What follows belongs to an exercise in optimizing a design on an open flow for small area, a short achievable clock period and few clock cycles per item; a production flow would make more cautious choices.
In this exercise RTL edits were held to simulation tests only and were not proved equivalent to the original.
No activity file was given, so power comes from the tool's default toggle rates.

==> flow/design.v <==
package nps_pkg;
  localparam int MAX_PROCS = 16;
  localparam int IDX_W     = $clog2(MAX_PROCS);
  localparam int CNT_W     = $clog2(MAX_PROCS + 1);
  localparam int ARR_W  = 16;
  localparam int PRI_W  = 8;
  localparam int BUR_W  = 16;
  localparam int TIME_W = 21;
  localparam int JOB_W  = 5;
  typedef struct packed {
    logic             load_job;
    logic             scan_start;
    logic             rd_en;
    logic [IDX_W-1:0] rd_addr;
    logic             decide;
    logic             first;
    logic             calc_tat;
    logic             emit;
    logic             last;
    logic             finish;
  } ctl_cmd_t;
  typedef struct packed {
    logic [CNT_W-1:0] job_count;
    logic             out_busy;
  } dp_sts_t;
endpackage
import nps_pkg::*;
module nonpreemptive_priority_scheduler_top (
  input  logic                        clk,
  input  logic                        rst_n,
  input  logic                        in_valid,
  output logic                        in_stall,
  input  logic [nps_pkg::ARR_W-1:0]   in_arrival_time,
  input  logic [nps_pkg::PRI_W-1:0]   in_priority_req,
  input  logic [nps_pkg::BUR_W-1:0]   in_burst_time,
  input  logic                        in_last_job,
  output logic                        out_valid,
  input  logic                        out_stall,
  output logic [nps_pkg::JOB_W-1:0]   out_job_number,
  output logic [nps_pkg::TIME_W-1:0]  out_completion_time,
  output logic [nps_pkg::TIME_W-1:0]  out_turnaround_time,
  output logic [nps_pkg::TIME_W-1:0]  out_waiting_time,
  output logic                        out_last_result
);
  localparam int NP = MAX_PROCS;
  localparam int QD = 3;                 
  localparam int QW = $clog2(QD + 1);
  localparam int QP = $clog2(QD);
  localparam int HW = TIME_W - ARR_W;    
  function automatic logic [1:0] cmp_tree(input logic [31:0] a, input logic [31:0] b,
                                          input int w);
    logic [31:0] g, e;
    for (int i = 0; i < 32; i++) begin
      g[i] = (i < w) ? (a[i] & ~b[i]) : 1'b0;
      e[i] = (i < w) ? ~(a[i] ^ b[i]) : 1'b1;
    end
    for (int s = 1; s < 32; s = s * 2) begin
      for (int i = 0; i + s < 32; i = i + 2 * s) begin
        g[i] = g[i+s] | (e[i+s] & g[i]);
        e[i] = e[i+s] & e[i];
      end
    end
    cmp_tree = {g[0], e[0]};
  endfunction
  logic [ARR_W-1:0] e_arr [NP];
  logic [PRI_W-1:0] e_pri [NP];
  logic [BUR_W-1:0] e_bur [NP];
  logic [IDX_W-1:0] e_num [NP];
  logic [NP-1:0]    done_r;
  logic [CNT_W-1:0] occ_r;               
  logic [CNT_W-1:0] lo_r;                
  logic [CNT_W-1:0] nrem_r;              
  logic [CNT_W-1:0] nopen_r;             
  logic [ARR_W-1:0] omin_r;              
  logic [CNT_W-1:0] q_n   [QD];
  logic [ARR_W-1:0] q_min [QD];
  logic [QW-1:0]    q_cnt_r;
  logic [QP-1:0]    q_rd_r, q_wr_r;
  logic [TIME_W-1:0] t_r;                
  logic              srch_r;             
  logic              a_v_r;
  logic [TIME_W-1:0] a_ct_r;
  logic [ARR_W-1:0]  a_arr_r;
  logic [TIME_W-1:0] a_st_r;
  logic [IDX_W-1:0]  a_num_r;
  logic              a_last_r;
  logic              ov_r;
  logic [JOB_W-1:0]  onum_r;
  logic [TIME_W-1:0] oct_r, otat_r, owt_r;
  logic              olast_r;
  logic          take, keep, close;
  logic          q_full;
  logic [NP-1:0] up;                     
  assign q_full   = (q_cnt_r == QW'(QD));
  assign in_stall = (occ_pop == CNT_W'(NP) && nopen_r != CNT_W'(NP)) || q_full;
  assign take     = in_valid && !in_stall;
  assign keep     = take && (nopen_r != CNT_W'(NP));
  assign close    = take && in_last_job;
  always_comb begin
    for (int i = 0; i < NP; i++) begin
      logic [1:0] c;
      c = cmp_tree(32'({in_priority_req, ~in_arrival_time}), 32'({e_pri[i], ~e_arr[i]}),
                   PRI_W + ARR_W);
      up[i] = (CNT_W'(i) >= nopen_r) || !c[1];
    end
  end
  localparam int VW = (ARR_W + 1) + ARR_W + IDX_W;    
  logic [NP-1:0]     act, rdy, above, onehot, aabove, afirst;
  logic [VW-1:0]     tv  [2*NP];          
  logic [2*NP-1:0]   tr;                  
  logic              any;
  logic              a_free, b_take, pick;
  logic [ARR_W:0]    p_sum;
  logic [ARR_W-1:0]  p_arr, f_arr;
  logic [IDX_W-1:0]  p_num;
  logic [HW-1:0]     t_hi1;
  logic [TIME_W-1:0] ct;
  logic              act_done, activate, enter;
  logic [CNT_W-1:0]  occ_pop;
  always_comb begin
    for (int i = 0; i < NP; i++) begin
      logic [1:0] c;
      c = cmp_tree(32'(e_arr[i]), 32'(t_r[ARR_W-1:0]), ARR_W);
      act[i] = (CNT_W'(i) >= lo_r) && (CNT_W'(i) < occ_r) && !done_r[i];
      rdy[i] = act[i] && ((t_r[TIME_W-1:ARR_W] != '0) || !(c[1] || (srch_r && c[0])));
      tv[NP+i] = {{1'b0, t_r[ARR_W-1:0]} + {1'b0, e_bur[i]}, e_arr[i], e_num[i]};
      tr[NP+i] = rdy[i];
    end
    for (int k = NP - 1; k >= 1; k--) begin
      tr[k] = tr[2*k] | tr[2*k+1];
      tv[k] = tr[2*k+1] ? tv[2*k+1] : tv[2*k];
    end
    tr[0] = 1'b0;
    tv[0] = '0;
    any   = tr[1];
    {p_sum, p_arr, p_num} = tv[1];
    above[NP-1] = 1'b0;
    for (int i = NP - 2; i >= 0; i--) above[i] = above[i+1] | rdy[i+1];
    onehot = rdy & ~above;
    aabove[NP-1] = 1'b0;
    for (int i = NP - 2; i >= 0; i--) aabove[i] = aabove[i+1] | act[i+1];
    afirst = act & ~aabove;
    f_arr = '0;
    for (int i = 0; i < NP; i++) f_arr |= {ARR_W{afirst[i]}} & e_arr[i];
  end
  assign t_hi1    = t_r[TIME_W-1:ARR_W] + HW'(1);
  assign ct       = {p_sum[ARR_W] ? t_hi1 : t_r[TIME_W-1:ARR_W], p_sum[ARR_W-1:0]};
  assign b_take   = !ov_r || !out_stall;
  assign a_free   = !a_v_r || b_take;
  assign pick     = any && !srch_r && a_free;
  assign enter    = !any && !srch_r && (nrem_r != '0);
  assign act_done = (nrem_r == '0) || (pick && nrem_r == CNT_W'(1));
  assign activate = act_done && (q_cnt_r != '0);
  always_comb begin
    occ_pop = '0;
    for (int i = 0; i < NP; i++) begin
      if (CNT_W'(i) < occ_r && !done_r[i]) occ_pop = CNT_W'(i + 1);
    end
  end
  always_ff @(posedge clk) begin
    for (int i = 0; i < NP; i++) begin
      if (keep && up[i]) begin
        if (i > 0 && up[(i+NP-1)%NP]) begin
          e_arr[i] <= e_arr[(i+NP-1)%NP];
          e_pri[i] <= e_pri[(i+NP-1)%NP];
          e_bur[i] <= e_bur[(i+NP-1)%NP];
          e_num[i] <= e_num[(i+NP-1)%NP];
        end else begin
          e_arr[i] <= in_arrival_time;
          e_pri[i] <= in_priority_req;
          e_bur[i] <= in_burst_time;
          e_num[i] <= nopen_r[IDX_W-1:0];
        end
      end
    end
  end
  always_ff @(posedge clk) begin
    for (int i = 0; i < NP; i++) begin
      logic dn_i, dn_p;
      dn_i = done_r[i] | (pick & onehot[i]);
      dn_p = (i > 0) ? (done_r[(i+NP-1)%NP] | (pick & onehot[(i+NP-1)%NP])) : 1'b0;
      if (keep && up[i]) begin
        done_r[i] <= (i > 0 && up[(i+NP-1)%NP]) ? dn_p : 1'b0;
      end else begin
        done_r[i] <= dn_i;
      end
    end
  end
  logic [CNT_W-1:0] nopen_nx;
  logic [ARR_W-1:0] omin_nx;
  always_comb begin
    logic [1:0] c;
    c = cmp_tree(32'(omin_r), 32'(in_arrival_time), ARR_W);
    nopen_nx = nopen_r + (keep ? CNT_W'(1) : CNT_W'(0));
    omin_nx  = omin_r;
    if (keep && (nopen_r == '0 || c[1])) omin_nx = in_arrival_time;
  end
  always_ff @(posedge clk) begin
    if (close) begin
      q_n[q_wr_r]   <= nopen_nx;
      q_min[q_wr_r] <= omin_nx;
    end
    omin_r <= omin_nx;
  end
  always_ff @(posedge clk) begin
    if (!rst_n) begin
      occ_r   <= '0;
      lo_r    <= '0;
      nrem_r  <= '0;
      nopen_r <= '0;
      q_cnt_r <= '0;
      q_rd_r  <= '0;
      q_wr_r  <= '0;
      srch_r  <= 1'b0;
      a_v_r   <= 1'b0;
      ov_r    <= 1'b0;
    end else begin
      occ_r <= occ_pop + (keep ? CNT_W'(1) : CNT_W'(0));
      lo_r  <= lo_r + (keep ? CNT_W'(1) : CNT_W'(0)) - (activate ? q_n[q_rd_r] : CNT_W'(0));
      nopen_r <= close ? '0 : nopen_nx;
      if (close) q_wr_r <= (q_wr_r == QP'(QD - 1)) ? '0 : q_wr_r + QP'(1);
      if (activate) q_rd_r <= (q_rd_r == QP'(QD - 1)) ? '0 : q_rd_r + QP'(1);
      q_cnt_r <= q_cnt_r + (close ? QW'(1) : QW'(0)) - (activate ? QW'(1) : QW'(0));
      if (activate) begin
        nrem_r <= q_n[q_rd_r];
        srch_r <= 1'b0;
      end else if (pick) begin
        nrem_r <= nrem_r - CNT_W'(1);
      end else if (enter) begin
        srch_r <= 1'b1;
      end else if (srch_r && !any) begin
        srch_r <= 1'b0;
      end
      if (b_take) ov_r <= a_v_r;
      if (pick) a_v_r <= 1'b1;
      else if (b_take) a_v_r <= 1'b0;
    end
  end
  always_ff @(posedge clk) begin
    if (activate) begin
      t_r <= TIME_W'(q_min[q_rd_r]);
    end else if (pick) begin
      t_r <= ct;
    end else if (srch_r && any) begin
      t_r <= TIME_W'(p_arr);
    end else if (enter) begin
      t_r <= TIME_W'(f_arr);
    end
  end
  always_ff @(posedge clk) begin
    if (a_free) begin
      a_ct_r   <= ct;
      a_arr_r  <= p_arr;
      a_st_r   <= t_r;
      a_num_r  <= p_num;
      a_last_r <= (nrem_r == CNT_W'(1));
    end
    if (b_take) begin
      onum_r  <= JOB_W'(a_num_r) + JOB_W'(1);
      oct_r   <= a_ct_r;
      otat_r  <= a_ct_r - TIME_W'(a_arr_r);
      owt_r   <= a_st_r - TIME_W'(a_arr_r);
      olast_r <= a_last_r;
    end
  end
  assign out_valid           = ov_r;
  assign out_job_number      = onum_r;
  assign out_completion_time = oct_r;
  assign out_turnaround_time = otat_r;
  assign out_waiting_time    = owt_r;
  assign out_last_result     = olast_r;
endmodule
Settings: LEC_CHECK=0, CAP_MARGIN=20, CORE_MARGIN=2, CORE_UTILIZATION=40, SETUP_SLACK_MARGIN=1.5, SLEW_MARGIN=20; clock period 6.0 ns.
run.sh (not shown) runs the stock make flow with config.mk's settings and CLKGATE_MAP_FILE= SYNTH_SCRIPT=/design/flow/synth_recipe.tcl, a recipe that flattens the netlist after the stock synthesis.
Testbench counts at the start, summed over its fixed seeds: cycles 22,204, jobs 19,788.
==> next run, changes <==
--- a/flow/design.v
+++ b/flow/design.v
@@ -61,8 +61,24 @@
       end
     end
     cmp_tree = {g[0], e[0]};
   endfunction
+  function automatic logic [ARR_W:0] add_pf(input logic [ARR_W-1:0] a, input logic [ARR_W-1:0] b);
+    logic [ARR_W-1:0] g, p, gg, pp;
+    g  = a & b;
+    p  = a ^ b;
+    gg = g;
+    pp = p;
+    for (int s = 1; s < ARR_W; s = s * 2) begin
+      for (int i = 0; i < ARR_W; i++) begin
+        if ((i / s) % 2 == 1) begin
+          gg[i] = gg[i] | (pp[i] & gg[(i / s) * s - 1]);
+          pp[i] = pp[i] & pp[(i / s) * s - 1];
+        end
+      end
+    end
+    add_pf = {gg[ARR_W-1], p ^ {gg[ARR_W-2:0], 1'b0}};
+  endfunction
   logic [ARR_W-1:0] e_arr [NP];
   logic [PRI_W-1:0] e_pri [NP];
   logic [BUR_W-1:0] e_bur [NP];
   logic [IDX_W-1:0] e_num [NP];
@@ -122,9 +138,9 @@
       logic [1:0] c;
       c = cmp_tree(32'(e_arr[i]), 32'(t_r[ARR_W-1:0]), ARR_W);
       act[i] = (CNT_W'(i) >= lo_r) && (CNT_W'(i) < occ_r) && !done_r[i];
       rdy[i] = act[i] && ((t_r[TIME_W-1:ARR_W] != '0) || !(c[1] || (srch_r && c[0])));
-      tv[NP+i] = {{1'b0, t_r[ARR_W-1:0]} + {1'b0, e_bur[i]}, e_arr[i], e_num[i]};
+      tv[NP+i] = {add_pf(t_r[ARR_W-1:0], e_bur[i]), e_arr[i], e_num[i]};
       tr[NP+i] = rdy[i];
     end
     for (int k = NP - 1; k >= 1; k--) begin
       tr[k] = tr[2*k] | tr[2*k+1];
@@ -187,8 +203,14 @@
     end
   end
   logic [CNT_W-1:0] nopen_nx;
   logic [ARR_W-1:0] omin_nx;
+  logic [CNT_W-1:0] lo_keep, lo_act;
+  logic [QW-1:0]    q_cnt_keep, q_cnt_act;
+  assign lo_keep    = lo_r + (keep ? CNT_W'(1) : CNT_W'(0));
+  assign lo_act     = lo_keep - q_n[q_rd_r];
+  assign q_cnt_keep = q_cnt_r + (close ? QW'(1) : QW'(0));
+  assign q_cnt_act  = q_cnt_keep - QW'(1);
   always_comb begin
     logic [1:0] c;
     c = cmp_tree(32'(omin_r), 32'(in_arrival_time), ARR_W);
     nopen_nx = nopen_r + (keep ? CNT_W'(1) : CNT_W'(0));
@@ -215,13 +237,13 @@
       a_v_r   <= 1'b0;
       ov_r    <= 1'b0;
     end else begin
       occ_r <= occ_pop + (keep ? CNT_W'(1) : CNT_W'(0));
-      lo_r  <= lo_r + (keep ? CNT_W'(1) : CNT_W'(0)) - (activate ? q_n[q_rd_r] : CNT_W'(0));
+      lo_r  <= activate ? lo_act : lo_keep;
       nopen_r <= close ? '0 : nopen_nx;
       if (close) q_wr_r <= (q_wr_r == QP'(QD - 1)) ? '0 : q_wr_r + QP'(1);
       if (activate) q_rd_r <= (q_rd_r == QP'(QD - 1)) ? '0 : q_rd_r + QP'(1);
-      q_cnt_r <= q_cnt_r + (close ? QW'(1) : QW'(0)) - (activate ? QW'(1) : QW'(0));
+      q_cnt_r <= activate ? q_cnt_act : q_cnt_keep;
       if (activate) begin
         nrem_r <= q_n[q_rd_r];
         srch_r <= 1'b0;
       end else if (pick) begin
Worst setup slack is better by 1.1 ns.
First-iteration DRC count stays flat.
Clock-buffer cell count rises by 18.
Area after synthesis rises by about a fifth.
Clock skew hardly moves.
Power rises by about a fifth.
Sequential power rises by a few percent.
Non-clock buffer count falls by 347.
Routed wire length rises by a little under a tenth.
Combinational power rises by a quarter to a third.
Die area rises by about a fifth.
Testbench counts after the change, summed over its fixed seeds: cycles 22,204, jobs 19,788.

-- what the ideal ports hide --
How much do the figures lean on ideal ports? The routed layouts below were timed once more, with nothing changed but the port constraints. Step 1 sets driving cells, clkbuf_16 on the clock port and buf_2 on the other inputs (assumed; they add their load-dependent delay and slew). Step 2 moves the port delays by t, midway between the first and last clock arrival at a register: inputs arrive t later, outputs are due t later. That takes back most of the time a late clock gives input paths. Three values: no drivers, after step 1, after step 2; two values: the first two.
run | t, ns | setup slack, ns | worst setup path after step 2 | worst data-port slew with drivers (ns) | pins driven straight from the clock port
the first run | 0.844 | 0.249 / 0.249 / 0.249 | register to register | 0.11 | 1
the second run | 0.863 | 1.307 / 1.307 / 0.637 | input to register | 0.17 | 1
After both steps setup and hold are still met in every run listed. The setup slack of the second run, which loses most, moves by 0.000 ns with the drivers and by -0.670 ns with both steps.
